What follows belongs to an exercise in optimizing a design on an open flow for small area; a production flow would make more cautious choices. Where RTL was checked, it was by simulation tests only, not by an equivalence proof against the original. Power figures rest on the tool's default switching activity, not on a simulated workload.

Setup of rev 12:
## sgd_top
module sgd_top (
    input  wire        clk,
    input  wire        rst_n,
    input  wire        start,
    input  wire [15:0] mini_batch_size,
    input  wire [15:0] number_of_samples,
    input  wire [15:0] number_of_epochs,
    input  wire [4:0]  step_shift,
    input  wire [31:0] sample_features,
    input  wire [31:0] sample_label,
    input  wire        sample_valid,
    output wire        sample_ready,
    output wire [31:0] x_out_data,
    output wire        x_out_valid,
    input  wire        x_out_ready,
    output wire        x_out_last,
    output wire        done
);
    reg  [4:0]  ph;           
    reg         insamp;       
    reg         dact;         
    reg         xz;           
    reg         gact, gupd, gfin;
    reg         xvalid, done_q;    
    reg  [1:0]  widx;
    reg  [15:0] mbs_r, ns_r, ec_r;    
    reg  [15:0] bc_r, sc_r;           
    reg  [4:0]  sh_r;
    reg         rl_s, rl_b;
  ...
For scale: ~1,100 cells after synthesis, ~460 flip-flops, about 160 I/O pins, about 16,000 um^2 of cells after synthesis.
clock: 10.0 ns
lec_check: 0
cap_margin: 20
core_margin: 2
core_utilization: 65
slew_margin: 20
standard.sh (not shown) runs the stock make flow with config.mk's settings and CLKGATE_MAP_FILE= SYNTH_SCRIPT=/design/flow/synth_recipe.tcl, a recipe that flattens the netlist after the stock synthesis.
==> flow/flow/run.sh <==
#!/bin/bash
# The standard layout (standard.sh), with three changes:
#  - synthesis maps the logic with an area-oriented ABC script, and skips
#    the quick ABC pass before the full adders are extracted;
#  - ports are buffered with the smallest buffer;
#  - the clock tree uses small buffers and no dummy loads.
set -euo pipefail
W="$(cd "$(dirname "$0")/.." && pwd)"
cd "$W"
export FLOW_WORK="$W"
export FLOW_ABC_SCRIPT="$W/flow/abc_area.script"
bash standard.sh \
  SYNTH_SCRIPT="$W/flow/synth_area.tcl" SYNTH_ARGS=-noabc \
  BUFFER_PORTS_ARGS="-buffer_cell sky130_fd_sc_hd__buf_1" \
  CTS_ARGS="-sink_clustering_enable -repair_clock_nets -dont_use_dummy_load -buf_list sky130_fd_sc_hd__clkbuf_4 -sink_clustering_size 12 -sink_clustering_max_diameter 30" \
  finish > "$W/flow_make.log" 2>&1
==> flow/flow/abc_area.script <==
&get -n
&st
&syn2
&dch -f
&nf -a -F 20 -A 20 -E 100
&put
mfs2 -a
&get -n
&st
&dch -f
&nf -a -F 20 -A 20 -E 100
&put
topo
stime -c
==> flow/flow/synth_area.tcl <==
# The standard synthesis (synth_recipe.tcl), with ABC's mapping of the
# logic aimed at area (abc_area.script beside this file) instead of delay.
# Registers, their names and their cells are those of the standard synthesis.
proc abc {args} {
  set i [lsearch -exact $args -script]
  if {$i >= 0} {
    lset args [expr {$i + 1}] $::env(FLOW_ABC_SCRIPT)
  }
  yosys abc {*}$args
}
source $::env(FLOW_WORK)/synth_recipe.tcl
## Diff of input files: rev 13 against rev 12
-- flow/design.v --
<<< rev 12, line 29
    reg  [15:0] bc_r, sc_r;           
    reg  [4:0]  sh_r;
    reg         rl_s, rl_b;
    reg         bw_s, bw_b, bw_e, one_s, one_b, one_e;
    reg  [31:0] x0, x1, x2, x3;
>>> rev 13, line 29
    reg  [15:0] bc_r, sc_r;           
    reg  [4:0]  sh_r;
    reg         rl_s, rl_b, ee, be;
    reg         bw_s, bw_b, bw_e, one_s, one_b, one_e;
    reg  [31:0] x0, x1, x2, x3;
<<< rev 12, line 510
    wire os   = p0 ? es : (one_s & ~es);
    wire ob   = p0 ? eb : (one_b & ~eb);
    wire ewin = d_on & ph[4] & rl_s;
    wire bwe  = p16 | bw_e;
    wire oe   = p16 ? ec_r[0] : (one_e & ~ec_r[0]);
    wire fin_now = rl_s & oe;
    always @(posedge clk) begin
        if (take_start) begin
>>> rev 13, line 510
    wire os   = p0 ? es : (one_s & ~es);
    wire ob   = p0 ? eb : (one_b & ~eb);
    wire ewin = d_on & ph[4] & ee;
    wire bwe  = p16 | bw_e;
    wire oe   = p16 ? ec_r[0] : (one_e & ~ec_r[0]);
    wire fin_now = ee & oe;
    always @(posedge clk) begin
        if (take_start) begin
<<< rev 12, line 574
                rl_s    <= os;
                rl_b    <= os | ob;
            end
        end
        if (p31) begin
            gupd   <= rl_b;
            gfin   <= fin_now;
        end
>>> rev 13, line 574
                rl_s    <= os;
                rl_b    <= os | ob;
                ee      <= os;
                be      <= os | ob;
            end
        end
        if (p31) begin
            gupd   <= be;
            gfin   <= fin_now;
        end
## What came out
The die height of rev 13 and that of rev 12 are within noise of each other.
[rev 13] first-pass GRT wire length rose 0.37% relative to rev 12
Sort rev 12 and rev 13 by number of diodes asc -> top: rev 12
Rev 13 vs rev 12 — global routing met3 resource utilization dropped 0.65 points.
When the final numbers for rev 12 and rev 13 were put side by side, the sink count of the clock tree turned out to be greater in rev 13.
Function not checked in rev 13: the RTL went through the layout flow alone.

* * *

RTL: one of the versions met above, not the one the previous note started from.
Size in the first run: ~1,200 cells after synthesis, ~460 flip-flops, about 160 I/O pins, ~16,000 um^2 of cells after synthesis.
Settings: LEC_CHECK=0, CAP_MARGIN=20, CORE_MARGIN=2, CORE_UTILIZATION=65, SLEW_MARGIN=20; clock period 10.0 ns.
==> flow/flow/abc_area.script <==
&get -n
&st
&dch
&nf -a
&st
&syn2
&if -g -K 6
&synch2
&nf -a
&st
&dch
&nf -a
&put
topo
stime -c
Scripts as last shown in full above: flow/flow/run.sh, flow/flow/synth_area.tcl
Edit:
--- a/flow/design.v
+++ b/flow/design.v
@@ -19,19 +19,19 @@
     output wire        done
 );
     reg  [4:0]  ph;           
     reg         insamp;       
     reg         dact;         
     reg         xz;           
-    reg         gact, gupd, gfin;
+    reg         gact, gupd, gfirst, gfin;
     reg         xvalid, done_q;    
     reg  [1:0]  widx;
     reg  [15:0] mbs_r, ns_r, ec_r;    
     reg  [15:0] bc_r, sc_r;           
     reg  [4:0]  sh_r;
-    reg         rl_s, rl_b, ee, be;
+    reg         rl_s, rl_b, ee, be, first_n;
     reg         bw_s, bw_b, bw_e, one_s, one_b, one_e;
     reg  [31:0] x0, x1, x2, x3;
     reg  [31:0] g0, g1, g2, g3;
     reg  [31:0] fr;               
     reg         dl0;              
     reg  [15:0] dl16;             
@@ -56,13 +56,13 @@
     assign m[5] = (ph >= 5'd5);
     assign m[6] = (ph >= 5'd6);
     assign m[7] = (ph >= 5'd7);
     wire run = insamp | gact | xvalid;
     wire take_start = start & ~run;
     wire fend = p31 | take_start;
-    wire d_on = p0 ? (insamp & sample_valid & ~xz & ~(gact & gupd)) : dact;
+    wire d_on = p0 ? (insamp & sample_valid & ~(gact & gupd)) : dact;
     wire [4:0] nsh = ~sh_r;
     wire dv16 = nsh[4] ? dl16[15] : dl0;
     wire dv8  = nsh[3] ? dl8[7]   : dv16;
     wire dv4  = nsh[2] ? dl4[3]   : dv8;
     wire dv2  = nsh[1] ? dl2[1]   : dv4;
     wire tapv = nsh[0] ? dl1      : dv2;
@@ -70,31 +70,31 @@
     wire       L    = phs[5] ? sgn : tapv;
     wire [31:0] sf = sample_features;
     wire [7:0]  fa0 = fr[7:0];
     wire [7:0]  fa1 = fr[15:8];
     wire [7:0]  fa2 = fr[23:16];
     wire [7:0]  fa3 = fr[31:24];
-    wire gb0 = g0[0];
-    wire gb1 = g1[0];
-    wire gb2 = g2[0];
-    wire gb3 = g3[0];
+    wire gb0 = g0[0] & ~gfirst;
+    wire gb1 = g1[0] & ~gfirst;
+    wire gb2 = g2[0] & ~gfirst;
+    wire gb3 = g3[0] & ~gfirst;
     wire gn0, gn1, gn2, gn3;
     wire [3:0] cg0_n, cg1_n, cg2_n, cg3_n;
     wire upd = gact & gupd;
     wire xn0 = upd & ~x0[0];
     wire xn1 = upd & ~x1[0];
     wire xn2 = upd & ~x2[0];
     wire xn3 = upd & ~x3[0];
     wire xe0 = xz ? 1'b0 : (upd ? ~gn0 : x0[0]);
     wire xe1 = xz ? 1'b0 : (upd ? ~gn1 : x1[0]);
     wire xe2 = xz ? 1'b0 : (upd ? ~gn2 : x2[0]);
     wire xe3 = xz ? 1'b0 : (upd ? ~gn3 : x3[0]);
-    wire xd0 = x0[0];
-    wire xd1 = x1[0];
-    wire xd2 = x2[0];
-    wire xd3 = x3[0];
+    wire xd0 = x0[0] & ~xz;
+    wire xd1 = x1[0] & ~xz;
+    wire xd2 = x2[0] & ~xz;
+    wire xd3 = x3[0] & ~xz;
     wire [7:1] xw0, xw1, xw2, xw3;
     genvar t;
     generate
         for (t = 1; t < 8; t = t + 1) begin : g_win
             assign xw0[t] = x0[32-t] & m[t];
             assign xw1[t] = x1[32-t] & m[t];
@@ -478,16 +478,16 @@
         if (p31) sgn <= dbit;
         cd  <= fend ? 6'd1 : cd_n;
         cg0 <= fend ? 4'd0 : cg0_n;
         cg1 <= fend ? 4'd0 : cg1_n;
         cg2 <= fend ? 4'd0 : cg2_n;
         cg3 <= fend ? 4'd0 : cg3_n;
-        g0 <= {~xz & (gact ? (~gupd & gn0) : g0[0]), g0[31:1]};
-        g1 <= {~xz & (gact ? (~gupd & gn1) : g1[0]), g1[31:1]};
-        g2 <= {~xz & (gact ? (~gupd & gn2) : g2[0]), g2[31:1]};
-        g3 <= {~xz & (gact ? (~gupd & gn3) : g3[0]), g3[31:1]};
+        g0 <= {gact ? gn0 : g0[0], g0[31:1]};
+        g1 <= {gact ? gn1 : g1[0], g1[31:1]};
+        g2 <= {gact ? gn2 : g2[0], g2[31:1]};
+        g3 <= {gact ? gn3 : g3[0], g3[31:1]};
         x0 <= {xe0, x0[31:1]};
         if (!xvalid) begin
             x1 <= {xe1, x1[31:1]};
             x2 <= {xe2, x2[31:1]};
             x3 <= {xe3, x3[31:1]};
         end
@@ -572,16 +572,18 @@
             if (p31) xz <= 1'b0;
             if (cwin & p15) begin
                 rl_s    <= os;
                 rl_b    <= os | ob;
                 ee      <= os;
                 be      <= os | ob;
+                first_n <= rl_b;
             end
         end
         if (p31) begin
             gupd   <= be;
+            gfirst <= first_n;
             gfin   <= fin_now;
         end
         if (final_edge) widx <= 2'd0;
         else if (xfer) widx <= widx + 2'd1;
     end
     assign sample_ready = dact & p31;
The changed run ran to the end with no violations.
Setup slack improves by 0.26 ns.
Via count falls by about 0.54%.
Synthesized area hardly moves.
Utilization is about the same.
Total power rises by 1.2%.
Clock power rises by about 0.9%.
Synthesized cell count is unchanged.
Clock skew rises by 0.0069 ns.
Wire length falls by 0.95%.
Function was not checked in any run of this note: the RTL went through the layout flow alone.

re-timing with driven ports:
The results above use ideal ports. As a check the final layouts listed here were re-extracted and re-timed, cells and wires unchanged.
Step 1, drivers: a clkbuf_16 drives clk and a buf_2 each remaining input, both assumed.
Step 2 also shifts input and output timing later by t, the mid clock arrival at the registers, as if the neighbouring blocks saw the same clock.
Slacks: ideal ports / drivers / drivers and shift; pairs: ideal ports / drivers.
run	t, ns	setup WS [ns]	clock arrival spread, ns	worst data-port slew with drivers (ns)	pins driven straight from the clock port
rev 12	0.691	3.576 / 3.576 / 3.386	0.097 / 0.097	0.07	1
rev 13	0.693	3.526 / 3.526 / 3.400	0.104 / 0.104	0.08	1
the first run of note 2	0.701	3.151 / 3.151 / 3.151	0.083 / 0.083	0.06	1
the second run of note 2	0.722	3.415 / 3.415 / 3.326	0.107 / 0.107	0.08	1
After both steps setup and hold are still met in every run listed. The setup slack of rev 12, which loses most, moves by 0.000 ns with the drivers and by -0.190 ns with both steps.
